From an optimization exercise on the open Yosys and OpenROAD flow, aimed at small area, a short achievable clock period and few clock cycles; shortcuts taken in it are not production practice. At most, simulation tests tie the RTL to the original design; equivalence was not proved. Power and IR drop assume default switching activity.

==> branch tundra: inputs <==
==> flow/design.v <==
`timescale 1ns/1ns
module chip8_cpu (
    input  logic        clk,
    input  logic        reset_i,
    output logic        mem_rd_valid_o,
    output logic [11:0] mem_rd_addr_o,
    input  logic        mem_rd_ready_i,
    input  logic [7:0]  mem_rd_data_i,
    output logic        mem_wr_valid_o,
    output logic [19:0] mem_wr_o,
    input  logic        mem_wr_ready_i
);
    logic [11:0] ra_q;
    logic        rv_q;
    logic [7:0]  hb_q;
    logic [11:1] st_q [0:15];
    logic [3:0]  sp_q;             
    logic        irv_q;
    logic [11:0] ir_q;
    logic [7:0]  ox_q, oy_q;       
    logic        d_wx, d_wf;       
    logic [2:0]  d_rs;             
    logic        d_addk, d_subx, d_suby;
    logic        d_skip, d_skne, d_skvy;
    logic        d_jv0, d_ldi, d_addi, d_bcd, d_blk;
    logic [7:0]  v_q [0:15];
    logic [11:0] i_q;
    logic        wv_q;
    logic [11:0] wa_q;
    logic [7:0]  wd_q;
    logic [11:0] na_q;             
    logic        blk_q;            
    logic        pend_q;
    logic [3:0]  idx_q;
    logic [3:0]  last_q;
    logic [1:0]  bh_q;             
    logic [6:0]  bv_q;             
    logic [11:1] ra_inc;
    logic [3:0]  x;
    logic [7:0]  kk;
    logic [11:0] nnn;
    assign x   = ir_q[11:8];
    assign kk  = ir_q[7:0];
    assign nnn = ir_q[11:0];
    logic [7:0] add_a, add_b;
    logic [9:0] add_s;
    assign add_a = ox_q;
    assign add_b = d_addk ? kk : oy_q;
    assign add_s = {1'b0, add_a, 1'b1} + {1'b0, add_b, d_subx || d_suby};
    logic [7:0] res;
    logic       flag;
    always_comb begin
        case (d_rs)
            3'd0:    res = kk;
            3'd1:    res = add_s[8:1];
            3'd2:    res = oy_q;
            3'd3:    res = ox_q | oy_q;
            3'd4:    res = ox_q & oy_q;
            3'd5:    res = ox_q ^ oy_q;
            3'd6:    res = {1'b0, ox_q[7:1]};
            default: res = {ox_q[6:0], 1'b0};
        endcase
        case (d_rs)
            3'd6:    flag = ox_q[0];
            3'd7:    flag = ox_q[7];
            default: flag = add_s[9];
        endcase
    end
    logic skip;
    assign skip = d_skip && ((ox_q == (d_skvy ? oy_q : kk)) ^ d_skne);
    logic d_store, hazard, e_hold, e_done, e_redir;
    logic [11:1] e_tgt;
    assign d_store = d_bcd || d_blk;
    assign hazard  = pend_q && blk_q &&
                     ((d_wx && (x >= idx_q) && (x <= last_q)) || (d_wf && (last_q == 4'hF)));
    assign e_hold  = (d_store && pend_q) || hazard;
    assign e_done  = irv_q && !e_hold;
    assign e_redir = e_done && (skip || d_jv0);
    always_comb begin
        if (d_skip) e_tgt = ra_inc;
        else        e_tgt = nnn[11:1] + {4'd0, v_q[0][7:1]} + {10'd0, nnn[0] & v_q[0][0]};
    end
    always_ff @(posedge clk) begin
        if (e_done) begin
            if (d_wx) v_q[x] <= res;
            if (d_wf) v_q[15] <= {7'd0, flag};
        end
    end
    logic [12:0] i_sum;
    assign i_sum = {i_q, 1'b1} + {4'd0, ox_q, d_blk};
    always_ff @(posedge clk) begin
        if (reset_i)
            i_q <= 12'd0;
        else if (e_done) begin
            if (d_ldi)            i_q <= nnn;
            if (d_addi || d_blk)  i_q <= i_sum[12:1];
        end
    end
    logic [7:0] lb;
    logic [3:0] op, n;
    assign lb = mem_rd_data_i;
    assign op = hb_q[7:4];
    assign n  = lb[3:0];
    logic lo_call, lo_jump, lo_ret;
    assign lo_call = (op == 4'h2);
    assign lo_jump = (op == 4'h1) || lo_call;
    assign lo_ret  = (hb_q == 8'h00) && (lb == 8'hEE);
    assign ra_inc  = ra_q[11:1] + 11'd1;
    logic lo_ok, lo_fire, hi_fire;
    assign lo_ok   = !irv_q || (!d_wx && !d_wf && !(d_store && pend_q));
    assign hi_fire = mem_rd_ready_i && !ra_q[0];
    assign lo_fire = mem_rd_ready_i && ra_q[0] && lo_ok;
    logic       port_fetch;
    logic [7:0] port;
    assign port_fetch = ra_q[0] && lo_ok && ((op == 4'h5) || (op == 4'h8) || (op == 4'h9));
    assign port       = v_q[port_fetch ? lb[7:4] : idx_q];
    logic       n_wx, n_wf, n_addk, n_subx, n_suby, n_skip, n_skne, n_skvy;
    logic       n_jv0, n_ldi, n_addi, n_bcd, n_blk;
    logic [2:0] n_rs;
    always_comb begin
        n_wx   = 1'b0;
        n_wf   = 1'b0;
        n_rs   = 3'd1;
        n_addk = (op == 4'h7);
        n_subx = (op == 4'h8) && (n == 4'h7);
        n_suby = (op == 4'h8) && (n == 4'h5);
        n_skip = (op == 4'h3) || (op == 4'h4) ||
                 (((op == 4'h5) || (op == 4'h9)) && (n == 4'h0));
        n_skne = (op == 4'h4) || (op == 4'h9);
        n_skvy = (op == 4'h5) || (op == 4'h9);
        n_jv0  = (op == 4'hB);
        n_ldi  = (op == 4'hA);
        n_addi = (op == 4'hF) && (lb == 8'h1E);
        n_bcd  = (op == 4'hF) && (lb == 8'h33);
        n_blk  = (op == 4'hF) && (lb == 8'h55);
        case (op)
            4'h6: begin n_wx = 1'b1; n_rs = 3'd0; end
            4'h7: begin n_wx = 1'b1; n_rs = 3'd1; end
            4'h8: begin
                n_wx = 1'b1;
                case (n)
                    4'h0: n_rs = 3'd2;
                    4'h1: n_rs = 3'd3;
                    4'h2: n_rs = 3'd4;
                    4'h3: n_rs = 3'd5;
                    4'h4, 4'h5, 4'h7: begin n_rs = 3'd1; n_wf = 1'b1; end
                    4'h6: begin n_rs = 3'd6; n_wf = 1'b1; end
                    4'hE: begin n_rs = 3'd7; n_wf = 1'b1; end
                    default: n_wx = 1'b0;
                endcase
            end
            default: ;
        endcase
    end
    always_ff @(posedge clk) begin
        if (reset_i) begin
            ra_q  <= 12'h200;
            rv_q  <= 1'b0;
            irv_q <= 1'b0;
        end else begin
            rv_q <= 1'b1;
            if (e_redir)
                ra_q <= {e_tgt, 1'b0};
            else if (hi_fire)
                ra_q[0] <= 1'b1;
            else if (lo_fire) begin
                if (lo_jump)
                    ra_q <= {hb_q[3:0], lb[7:1], 1'b0};
                else if (lo_ret)
                    ra_q <= {st_q[sp_q], 1'b0};
                else
                    ra_q <= {ra_inc, 1'b0};
            end
            if (lo_fire)
                irv_q <= 1'b1;
            else if (e_done)
                irv_q <= 1'b0;
        end
    end
    always_ff @(posedge clk) begin
        if (hi_fire)
            hb_q <= lb;
        if (lo_fire) begin
            ir_q   <= {hb_q[3:0], lb};
            ox_q   <= n_blk ? {4'd0, hb_q[3:0]} :
                      n_subx ? ~v_q[hb_q[3:0]] : v_q[hb_q[3:0]];
            oy_q   <= n_suby ? ~port : port;
            d_wx   <= n_wx;
            d_wf   <= n_wf;
            d_rs   <= n_rs;
            d_addk <= n_addk;
            d_subx <= n_subx;
            d_suby <= n_suby;
            d_skip <= n_skip;
            d_skne <= n_skne;
            d_skvy <= n_skvy;
            d_jv0  <= n_jv0;
            d_ldi  <= n_ldi;
            d_addi <= n_addi;
            d_bcd  <= n_bcd;
            d_blk  <= n_blk;
        end
    end
    always_ff @(posedge clk) begin
        if (lo_fire && lo_call)
            st_q[sp_q + 4'd1] <= ra_inc;
    end
    always_ff @(posedge clk) begin
        if (reset_i)
            sp_q <= 4'hF;
        else if (lo_fire && lo_call)
            sp_q <= sp_q + 4'd1;
        else if (lo_fire && lo_ret)
            sp_q <= sp_q - 4'd1;
    end
    logic [1:0] hund;
    logic [7:0] rest;
    logic [3:0] tens, ones;
    logic [7:0] gbyte;
    assign hund  = (ox_q >= 8'd200) ? 2'd2 : (ox_q >= 8'd100) ? 2'd1 : 2'd0;
    assign rest  = ox_q - ((ox_q >= 8'd200) ? 8'd200 : (ox_q >= 8'd100) ? 8'd100 : 8'd0);
    assign tens  = bv_q / 7'd10;
    assign ones  = bv_q % 7'd10;
    assign gbyte = blk_q ? port : {4'd0, idx_q[1] ? ones : idx_q[0] ? tens : {2'd0, bh_q}};
    logic w_fire, out_free, issue, gen_go;
    assign w_fire   = wv_q && mem_wr_ready_i;
    assign out_free = !wv_q || mem_wr_ready_i;
    assign issue    = e_done && d_store;
    assign gen_go   = pend_q && out_free && !(blk_q && port_fetch);
    always_ff @(posedge clk) begin
        if (reset_i) begin
            wv_q   <= 1'b0;
            pend_q <= 1'b0;
        end else if (issue) begin
            if (out_free) begin
                wv_q   <= 1'b1;
                pend_q <= d_bcd || (x != 4'h0);
            end else begin
                pend_q <= 1'b1;
            end
        end else if (gen_go) begin
            wv_q   <= 1'b1;
            pend_q <= (idx_q != last_q);
        end else if (w_fire) begin
            wv_q <= 1'b0;
        end
    end
    always_ff @(posedge clk) begin
        if (issue) begin
            blk_q  <= d_blk;
            last_q <= d_bcd ? 4'd2 : x;
            bh_q   <= hund;
            bv_q   <= rest[6:0];
            if (out_free) begin
                wa_q  <= i_q;
                wd_q  <= d_bcd ? {6'd0, hund} : v_q[0];
                idx_q <= 4'd1;
            end else begin
                na_q  <= i_q;
                idx_q <= 4'd0;
            end
        end else if (gen_go) begin
            wa_q  <= (idx_q == 4'd0) ? na_q : wa_q + 12'd1;
            wd_q  <= gbyte;
            idx_q <= idx_q + 4'd1;
        end
    end
    assign mem_rd_valid_o = rv_q;
    assign mem_rd_addr_o  = ra_q;
    assign mem_wr_valid_o = wv_q;
    assign mem_wr_o       = {wa_q, wd_q};
endmodule
==> flow/run.sh <==
#!/bin/bash
# synth_recipe.tcl (not shown) runs the flow's synth.tcl, then flattens the netlist and writes it again
# the make line also repeats each setting of config.mk as NAME=value (left out here)
make -C /OpenROAD-flow-scripts/flow DESIGN_CONFIG=/design/flow/config.mk WORK_HOME=/design/flow/orfs CLKGATE_MAP_FILE= SYNTH_SCRIPT=/design/flow/synth_recipe.tcl finish
==> flow/config.mk <==
export PLATFORM = sky130hd
export DESIGN_NAME = chip8_cpu
export DESIGN_NICKNAME = chip8_cpu
export VERILOG_FILES = /design/flow/design.v
export SDC_FILE = /design/flow/constraint.sdc
export NUM_CORES = 4
export LEC_CHECK = 0
export ABC_AREA = 1
export CAP_MARGIN = 20
export CORE_MARGIN = 2
export CORE_UTILIZATION = 40
export CTS_BUF_LIST = sky130_fd_sc_hd__clkbuf_16
export CTS_CLUSTER_DIAMETER = 120
export CTS_CLUSTER_SIZE = 24
export PLACE_DENSITY = 0.6
export SETUP_SLACK_MARGIN = 4.4
export SLEW_MARGIN = 20
==> flow/constraint.sdc <==
create_clock -name core_clock -period 7.0 [get_ports {clk}]
set_input_delay 1.4000 -clock core_clock [delete_from_list [all_inputs] [get_ports {clk}]]
set_output_delay 1.4000 -clock core_clock [all_outputs]
set_load 0.01 [all_outputs]
==> inputs of branch fjord, as changes to branch tundra <==
--- a/flow/design.v
+++ b/flow/design.v
@@ -20,8 +20,8 @@
     logic [7:0]  ox_q, oy_q;       
     logic        d_wx, d_wf;       
     logic [2:0]  d_rs;             
-    logic        d_addk, d_subx, d_suby;
-    logic        d_skip, d_skne, d_skvy;
+    logic        d_subx;
+    logic        d_skip, d_skne;
     logic        d_jv0, d_ldi, d_addi, d_bcd, d_blk;
     logic [7:0]  v_q [0:15];
     logic [11:0] i_q;
@@ -42,16 +42,13 @@
     assign x   = ir_q[11:8];
     assign kk  = ir_q[7:0];
     assign nnn = ir_q[11:0];
-    logic [7:0] add_a, add_b;
     logic [9:0] add_s;
-    assign add_a = ox_q;
-    assign add_b = d_addk ? kk : oy_q;
-    assign add_s = {1'b0, add_a, 1'b1} + {1'b0, add_b, d_subx || d_suby};
+    assign add_s = {1'b0, ox_q, 1'b1} + {1'b0, oy_q, d_subx};
     logic [7:0] res;
     logic       flag;
     always_comb begin
         case (d_rs)
-            3'd0:    res = kk;
+            3'd0:    res = ~add_s[8:1];
             3'd1:    res = add_s[8:1];
             3'd2:    res = oy_q;
             3'd3:    res = ox_q | oy_q;
@@ -61,40 +58,41 @@
             default: res = {ox_q[6:0], 1'b0};
         endcase
         case (d_rs)
+            3'd0:    flag = !add_s[9];
             3'd6:    flag = ox_q[0];
             3'd7:    flag = ox_q[7];
             default: flag = add_s[9];
         endcase
     end
     logic skip;
-    assign skip = d_skip && ((ox_q == (d_skvy ? oy_q : kk)) ^ d_skne);
-    logic d_store, hazard, e_hold, e_done, e_redir;
+    assign skip = d_skip && ((ox_q == oy_q) ^ d_skne);
+    logic issue;
+    logic d_store, hazard, e_hold, e_done, e_redir, e_wr;
     logic [11:1] e_tgt;
     assign d_store = d_bcd || d_blk;
     assign hazard  = pend_q && blk_q &&
                      ((d_wx && (x >= idx_q) && (x <= last_q)) || (d_wf && (last_q == 4'hF)));
     assign e_hold  = (d_store && pend_q) || hazard;
     assign e_done  = irv_q && !e_hold;
-    assign e_redir = e_done && (skip || d_jv0);
+    assign e_redir = irv_q && (skip || d_jv0);
+    assign e_wr    = irv_q && !hazard;
+    logic [12:0] i_sum;
+    assign i_sum = {i_q, 1'b1} + {4'd0, ox_q, d_blk};
     always_comb begin
         if (d_skip) e_tgt = ra_inc;
         else        e_tgt = nnn[11:1] + {4'd0, v_q[0][7:1]} + {10'd0, nnn[0] & v_q[0][0]};
     end
     always_ff @(posedge clk) begin
-        if (e_done) begin
-            if (d_wx) v_q[x] <= res;
-            if (d_wf) v_q[15] <= {7'd0, flag};
-        end
-    end
-    logic [12:0] i_sum;
-    assign i_sum = {i_q, 1'b1} + {4'd0, ox_q, d_blk};
+        if (e_wr && d_wx) v_q[x] <= res;
+        if (e_wr && d_wf) v_q[15] <= {7'd0, flag};
+    end
     always_ff @(posedge clk) begin
         if (reset_i)
             i_q <= 12'd0;
-        else if (e_done) begin
-            if (d_ldi)            i_q <= nnn;
-            if (d_addi || d_blk)  i_q <= i_sum[12:1];
-        end
+        else if (irv_q && d_ldi)
+            i_q <= nnn;
+        else if ((irv_q && d_addi) || (issue && d_blk))
+            i_q <= i_sum[12:1];
     end
     logic [7:0] lb;
     logic [3:0] op, n;
@@ -114,27 +112,26 @@
     logic [7:0] port;
     assign port_fetch = ra_q[0] && lo_ok && ((op == 4'h5) || (op == 4'h8) || (op == 4'h9));
     assign port       = v_q[port_fetch ? lb[7:4] : idx_q];
-    logic       n_wx, n_wf, n_addk, n_subx, n_suby, n_skip, n_skne, n_skvy;
+    logic       n_wx, n_wf, n_kk, n_subx, n_suby, n_skip, n_skne;
     logic       n_jv0, n_ldi, n_addi, n_bcd, n_blk;
     logic [2:0] n_rs;
     always_comb begin
         n_wx   = 1'b0;
         n_wf   = 1'b0;
         n_rs   = 3'd1;
-        n_addk = (op == 4'h7);
+        n_kk   = (op == 4'h3) || (op == 4'h4) || (op == 4'h6) || (op == 4'h7);
         n_subx = (op == 4'h8) && (n == 4'h7);
         n_suby = (op == 4'h8) && (n == 4'h5);
         n_skip = (op == 4'h3) || (op == 4'h4) ||
                  (((op == 4'h5) || (op == 4'h9)) && (n == 4'h0));
         n_skne = (op == 4'h4) || (op == 4'h9);
-        n_skvy = (op == 4'h5) || (op == 4'h9);
         n_jv0  = (op == 4'hB);
         n_ldi  = (op == 4'hA);
         n_addi = (op == 4'hF) && (lb == 8'h1E);
         n_bcd  = (op == 4'hF) && (lb == 8'h33);
         n_blk  = (op == 4'hF) && (lb == 8'h55);
         case (op)
-            4'h6: begin n_wx = 1'b1; n_rs = 3'd0; end
+            4'h6: begin n_wx = 1'b1; n_rs = 3'd2; end
             4'h7: begin n_wx = 1'b1; n_rs = 3'd1; end
             4'h8: begin
                 n_wx = 1'b1;
@@ -143,7 +140,8 @@
                     4'h1: n_rs = 3'd3;
                     4'h2: n_rs = 3'd4;
                     4'h3: n_rs = 3'd5;
-                    4'h4, 4'h5, 4'h7: begin n_rs = 3'd1; n_wf = 1'b1; end
+                    4'h4, 4'h7: begin n_rs = 3'd1; n_wf = 1'b1; end
+                    4'h5: begin n_rs = 3'd0; n_wf = 1'b1; end
                     4'h6: begin n_rs = 3'd6; n_wf = 1'b1; end
                     4'hE: begin n_rs = 3'd7; n_wf = 1'b1; end
                     default: n_wx = 1'b0;
@@ -183,17 +181,15 @@
         if (lo_fire) begin
             ir_q   <= {hb_q[3:0], lb};
             ox_q   <= n_blk ? {4'd0, hb_q[3:0]} :
-                      n_subx ? ~v_q[hb_q[3:0]] : v_q[hb_q[3:0]];
-            oy_q   <= n_suby ? ~port : port;
+                      (n_subx || n_suby) ? ~v_q[hb_q[3:0]] :
+                      v_q[hb_q[3:0]];
+            oy_q   <= n_kk ? lb : port;
             d_wx   <= n_wx;
             d_wf   <= n_wf;
             d_rs   <= n_rs;
-            d_addk <= n_addk;
             d_subx <= n_subx;
-            d_suby <= n_suby;
             d_skip <= n_skip;
             d_skne <= n_skne;
-            d_skvy <= n_skvy;
             d_jv0  <= n_jv0;
             d_ldi  <= n_ldi;
             d_addi <= n_addi;
@@ -222,10 +218,10 @@
     assign tens  = bv_q / 7'd10;
     assign ones  = bv_q % 7'd10;
     assign gbyte = blk_q ? port : {4'd0, idx_q[1] ? ones : idx_q[0] ? tens : {2'd0, bh_q}};
-    logic w_fire, out_free, issue, gen_go;
+    logic w_fire, out_free, gen_go;
     assign w_fire   = wv_q && mem_wr_ready_i;
     assign out_free = !wv_q || mem_wr_ready_i;
-    assign issue    = e_done && d_store;
+    assign issue    = irv_q && d_store && !pend_q;
     assign gen_go   = pend_q && out_free && !(blk_q && port_fetch);
     always_ff @(posedge clk) begin
         if (reset_i) begin
==> flow/flow/run.sh (new file) <==
#!/bin/bash
# The standard layout, except that the port buffers are plain buffers
# (buf_4) instead of the delay cell buffer_ports picks by default.
set -euo pipefail
bash standard.sh 'BUFFER_PORTS_ARGS=-buffer_cell sky130_fd_sc_hd__buf_4' finish > standard_flow.log 2>&1
==> flow/standard.sh (new file) <==
#!/bin/bash
# synth_recipe.tcl (not shown) runs the flow's synth.tcl, then flattens the netlist and writes it again
# the make line also repeats each setting of config.mk as NAME=value (left out here)
make -C /OpenROAD-flow-scripts/flow DESIGN_CONFIG=/design/flow/config.mk WORK_HOME=/design/flow/orfs CLKGATE_MAP_FILE= SYNTH_SCRIPT=/design/flow/synth_recipe.tcl "${@:-finish}"
- CORE_UTILIZATION: 40 -> 55
- PLACE_DENSITY: 0.6 -> 0.7
- SETUP_SLACK_MARGIN: 4.4 -> 4.2
removed: flow/run.sh
==> inputs of branch cedar, as changes to branch tundra <==
--- a/flow/design.v
+++ b/flow/design.v
@@ -28,14 +28,12 @@
     logic        wv_q;
     logic [11:0] wa_q;
     logic [7:0]  wd_q;
-    logic [11:0] na_q;             
+    logic [11:0] na_q;
     logic        blk_q;            
     logic        pend_q;
     logic [3:0]  idx_q;
     logic [3:0]  last_q;
-    logic [1:0]  bh_q;             
-    logic [6:0]  bv_q;             
-    logic [11:1] ra_inc;
+    logic [7:0]  bv_q;             
     logic [3:0]  x;
     logic [7:0]  kk;
     logic [11:0] nnn;
@@ -44,8 +42,8 @@
     assign nnn = ir_q[11:0];
     logic [7:0] add_a, add_b;
     logic [9:0] add_s;
-    assign add_a = ox_q;
-    assign add_b = d_addk ? kk : oy_q;
+    assign add_a = d_subx ? ~ox_q : ox_q;
+    assign add_b = d_addk ? kk : d_suby ? ~oy_q : oy_q;
     assign add_s = {1'b0, add_a, 1'b1} + {1'b0, add_b, d_subx || d_suby};
     logic [7:0] res;
     logic       flag;
@@ -77,7 +75,7 @@
     assign e_done  = irv_q && !e_hold;
     assign e_redir = e_done && (skip || d_jv0);
     always_comb begin
-        if (d_skip) e_tgt = ra_inc;
+        if (d_skip) e_tgt = ra_q[11:1] + 11'd1;
         else        e_tgt = nnn[11:1] + {4'd0, v_q[0][7:1]} + {10'd0, nnn[0] & v_q[0][0]};
     end
     always_ff @(posedge clk) begin
@@ -86,14 +84,13 @@
             if (d_wf) v_q[15] <= {7'd0, flag};
         end
     end
-    logic [12:0] i_sum;
-    assign i_sum = {i_q, 1'b1} + {4'd0, ox_q, d_blk};
     always_ff @(posedge clk) begin
         if (reset_i)
             i_q <= 12'd0;
         else if (e_done) begin
-            if (d_ldi)            i_q <= nnn;
-            if (d_addi || d_blk)  i_q <= i_sum[12:1];
+            if (d_ldi)  i_q <= nnn;
+            if (d_addi) i_q <= i_q + {4'd0, ox_q};
+            if (d_blk)  i_q <= i_q + {8'd0, x} + 12'd1;
         end
     end
     logic [7:0] lb;
@@ -102,18 +99,16 @@
     assign op = hb_q[7:4];
     assign n  = lb[3:0];
     logic lo_call, lo_jump, lo_ret;
+    logic [11:1] ra_inc;
     assign lo_call = (op == 4'h2);
     assign lo_jump = (op == 4'h1) || lo_call;
     assign lo_ret  = (hb_q == 8'h00) && (lb == 8'hEE);
     assign ra_inc  = ra_q[11:1] + 11'd1;
-    logic lo_ok, lo_fire, hi_fire;
+    logic lo_ok, lo_fire, hi_fire, lo_take;
     assign lo_ok   = !irv_q || (!d_wx && !d_wf && !(d_store && pend_q));
     assign hi_fire = mem_rd_ready_i && !ra_q[0];
     assign lo_fire = mem_rd_ready_i && ra_q[0] && lo_ok;
-    logic       port_fetch;
-    logic [7:0] port;
-    assign port_fetch = ra_q[0] && lo_ok && ((op == 4'h5) || (op == 4'h8) || (op == 4'h9));
-    assign port       = v_q[port_fetch ? lb[7:4] : idx_q];
+    assign lo_take = lo_fire && !e_redir;
     logic       n_wx, n_wf, n_addk, n_subx, n_suby, n_skip, n_skne, n_skvy;
     logic       n_jv0, n_ldi, n_addi, n_bcd, n_blk;
     logic [2:0] n_rs;
@@ -171,7 +166,9 @@
                 else
                     ra_q <= {ra_inc, 1'b0};
             end
-            if (lo_fire)
+            if (e_redir)
+                irv_q <= 1'b0;
+            else if (lo_fire)
                 irv_q <= 1'b1;
             else if (e_done)
                 irv_q <= 1'b0;
@@ -182,9 +179,8 @@
             hb_q <= lb;
         if (lo_fire) begin
             ir_q   <= {hb_q[3:0], lb};
-            ox_q   <= n_blk ? {4'd0, hb_q[3:0]} :
-                      n_subx ? ~v_q[hb_q[3:0]] : v_q[hb_q[3:0]];
-            oy_q   <= n_suby ? ~port : port;
+            ox_q   <= v_q[hb_q[3:0]];
+            oy_q   <= v_q[lb[7:4]];
             d_wx   <= n_wx;
             d_wf   <= n_wf;
             d_rs   <= n_rs;
@@ -202,31 +198,27 @@
         end
     end
     always_ff @(posedge clk) begin
-        if (lo_fire && lo_call)
+        if (lo_take && lo_call)
             st_q[sp_q + 4'd1] <= ra_inc;
     end
     always_ff @(posedge clk) begin
         if (reset_i)
             sp_q <= 4'hF;
-        else if (lo_fire && lo_call)
+        else if (lo_take && lo_call)
             sp_q <= sp_q + 4'd1;
-        else if (lo_fire && lo_ret)
+        else if (lo_take && lo_ret)
             sp_q <= sp_q - 4'd1;
     end
-    logic [1:0] hund;
-    logic [7:0] rest;
-    logic [3:0] tens, ones;
-    logic [7:0] gbyte;
-    assign hund  = (ox_q >= 8'd200) ? 2'd2 : (ox_q >= 8'd100) ? 2'd1 : 2'd0;
-    assign rest  = ox_q - ((ox_q >= 8'd200) ? 8'd200 : (ox_q >= 8'd100) ? 8'd100 : 8'd0);
-    assign tens  = bv_q / 7'd10;
-    assign ones  = bv_q % 7'd10;
-    assign gbyte = blk_q ? port : {4'd0, idx_q[1] ? ones : idx_q[0] ? tens : {2'd0, bh_q}};
-    logic w_fire, out_free, issue, gen_go;
+    logic [7:0] hund, bhund, tens, ones, gbyte;
+    assign hund  = (ox_q >= 8'd200) ? 8'd2 : (ox_q >= 8'd100) ? 8'd1 : 8'd0;
+    assign bhund = (bv_q >= 8'd200) ? 8'd2 : (bv_q >= 8'd100) ? 8'd1 : 8'd0;
+    assign tens  = (bv_q / 8'd10) % 8'd10;
+    assign ones  = bv_q % 8'd10;
+    assign gbyte = blk_q ? v_q[idx_q] : (idx_q[1] ? ones : idx_q[0] ? tens : bhund);
+    logic w_fire, out_free, issue;
     assign w_fire   = wv_q && mem_wr_ready_i;
     assign out_free = !wv_q || mem_wr_ready_i;
     assign issue    = e_done && d_store;
-    assign gen_go   = pend_q && out_free && !(blk_q && port_fetch);
     always_ff @(posedge clk) begin
         if (reset_i) begin
             wv_q   <= 1'b0;
@@ -238,7 +230,7 @@
             end else begin
                 pend_q <= 1'b1;
             end
-        end else if (gen_go) begin
+        end else if (pend_q && out_free) begin
             wv_q   <= 1'b1;
             pend_q <= (idx_q != last_q);
         end else if (w_fire) begin
@@ -249,19 +241,20 @@
         if (issue) begin
             blk_q  <= d_blk;
             last_q <= d_bcd ? 4'd2 : x;
-            bh_q   <= hund;
-            bv_q   <= rest[6:0];
+            bv_q   <= ox_q;
             if (out_free) begin
                 wa_q  <= i_q;
-                wd_q  <= d_bcd ? {6'd0, hund} : v_q[0];
+                wd_q  <= d_bcd ? hund : v_q[0];
+                na_q  <= i_q + 12'd1;
                 idx_q <= 4'd1;
             end else begin
                 na_q  <= i_q;
                 idx_q <= 4'd0;
             end
-        end else if (gen_go) begin
-            wa_q  <= (idx_q == 4'd0) ? na_q : wa_q + 12'd1;
+        end else if (pend_q && out_free) begin
+            wa_q  <= na_q;
             wd_q  <= gbyte;
+            na_q  <= na_q + 12'd1;
             idx_q <= idx_q + 4'd1;
         end
     end
- CTS_BUF_LIST: sky130_fd_sc_hd__clkbuf_16 -> unset
- CTS_CLUSTER_DIAMETER: 120 -> unset
- CTS_CLUSTER_SIZE: 24 -> unset
- SETUP_SLACK_MARGIN: 4.4 -> 4.0
==> summary of the runs <==
- Critical path depth: branch cedar > branch fjord > branch tundra.
- In branch cedar the clock power is larger than in branch fjord, by 85%.
- In branch cedar the clock skew is higher than in branch tundra, by 0.013 ns.
- Core utilization: branch fjord > branch cedar > branch tundra.
- Final cell count: branch cedar > branch tundra > branch fjord.
==> figures <==
                                                                             branch fjord            branch tundra             branch cedar
Run status                                                        complete, no violations  complete, no violations  complete, no violations
Simple-gate area share of the yosys netlist                                         0.149                    0.158                    0.132
Multi-In Gates                                                                       1478                     1592                     1607
Depth of the CTS H-tree                                                                 1                        1                        2
Total number of clock tree sinks                                                      443                      446                      441
Top cell type's share of synthesized area                                           0.530                    0.524                    0.507
Share of total power in sequential cells                                            0.570                    0.553                    0.457
P_clk                                                                           0.00144 W                0.00146 W                0.00267 W
Setup slack, reg-to-reg                                                           4.26 ns                  4.33 ns                  3.57 ns
Final weighted congestion of routability-driven global placement                    0.950                    0.934                    0.989
Clock buf/inv share                                                                0.0258                   0.0227                   0.0564
Start point of the critical path                                         mem_rd_data_i[0]         mem_rd_data_i[7]                   d_suby
Testbench counts of branch fjord, summed over its fixed seeds: cycles 56,560.
The RTL of branch tundra and branch cedar was laid out without a check of its function.

## afterwards: timing with drivers on the ports
The flow's constraints put no driver on any port. The routed layouts listed below were extracted and timed again, unchanged, in two steps.
Step 1, drivers: a clkbuf_16 drives clk and a buf_2 each remaining input, both assumed.
Step 2 also shifts input and output timing later by t, the mid clock arrival at the registers, as if the neighbouring blocks saw the same clock.
Three values: ideal, step 1, step 2; two values: the first two.
run	t (ns)	setup WS [ns]	worst hold slack (ns)	clock arrival spread, ns	worst data-port slew with drivers (ns)
branch tundra	0.633	4.284 / 4.303 / 3.677	0.488 / 0.488 / 0.488	0.024 / 0.024	0.10
branch fjord	0.622	4.228 / 4.261 / 3.641	0.473 / 0.473 / 0.473	0.022 / 0.022	0.04
branch cedar	0.674	3.575 / 3.575 / 3.338	0.507 / 0.507 / 0.507	0.038 / 0.038	0.04
After both steps setup and hold are still met in every run listed. The setup slack of branch tundra, which loses most, moves by +0.019 ns with the drivers and by -0.607 ns with both steps.
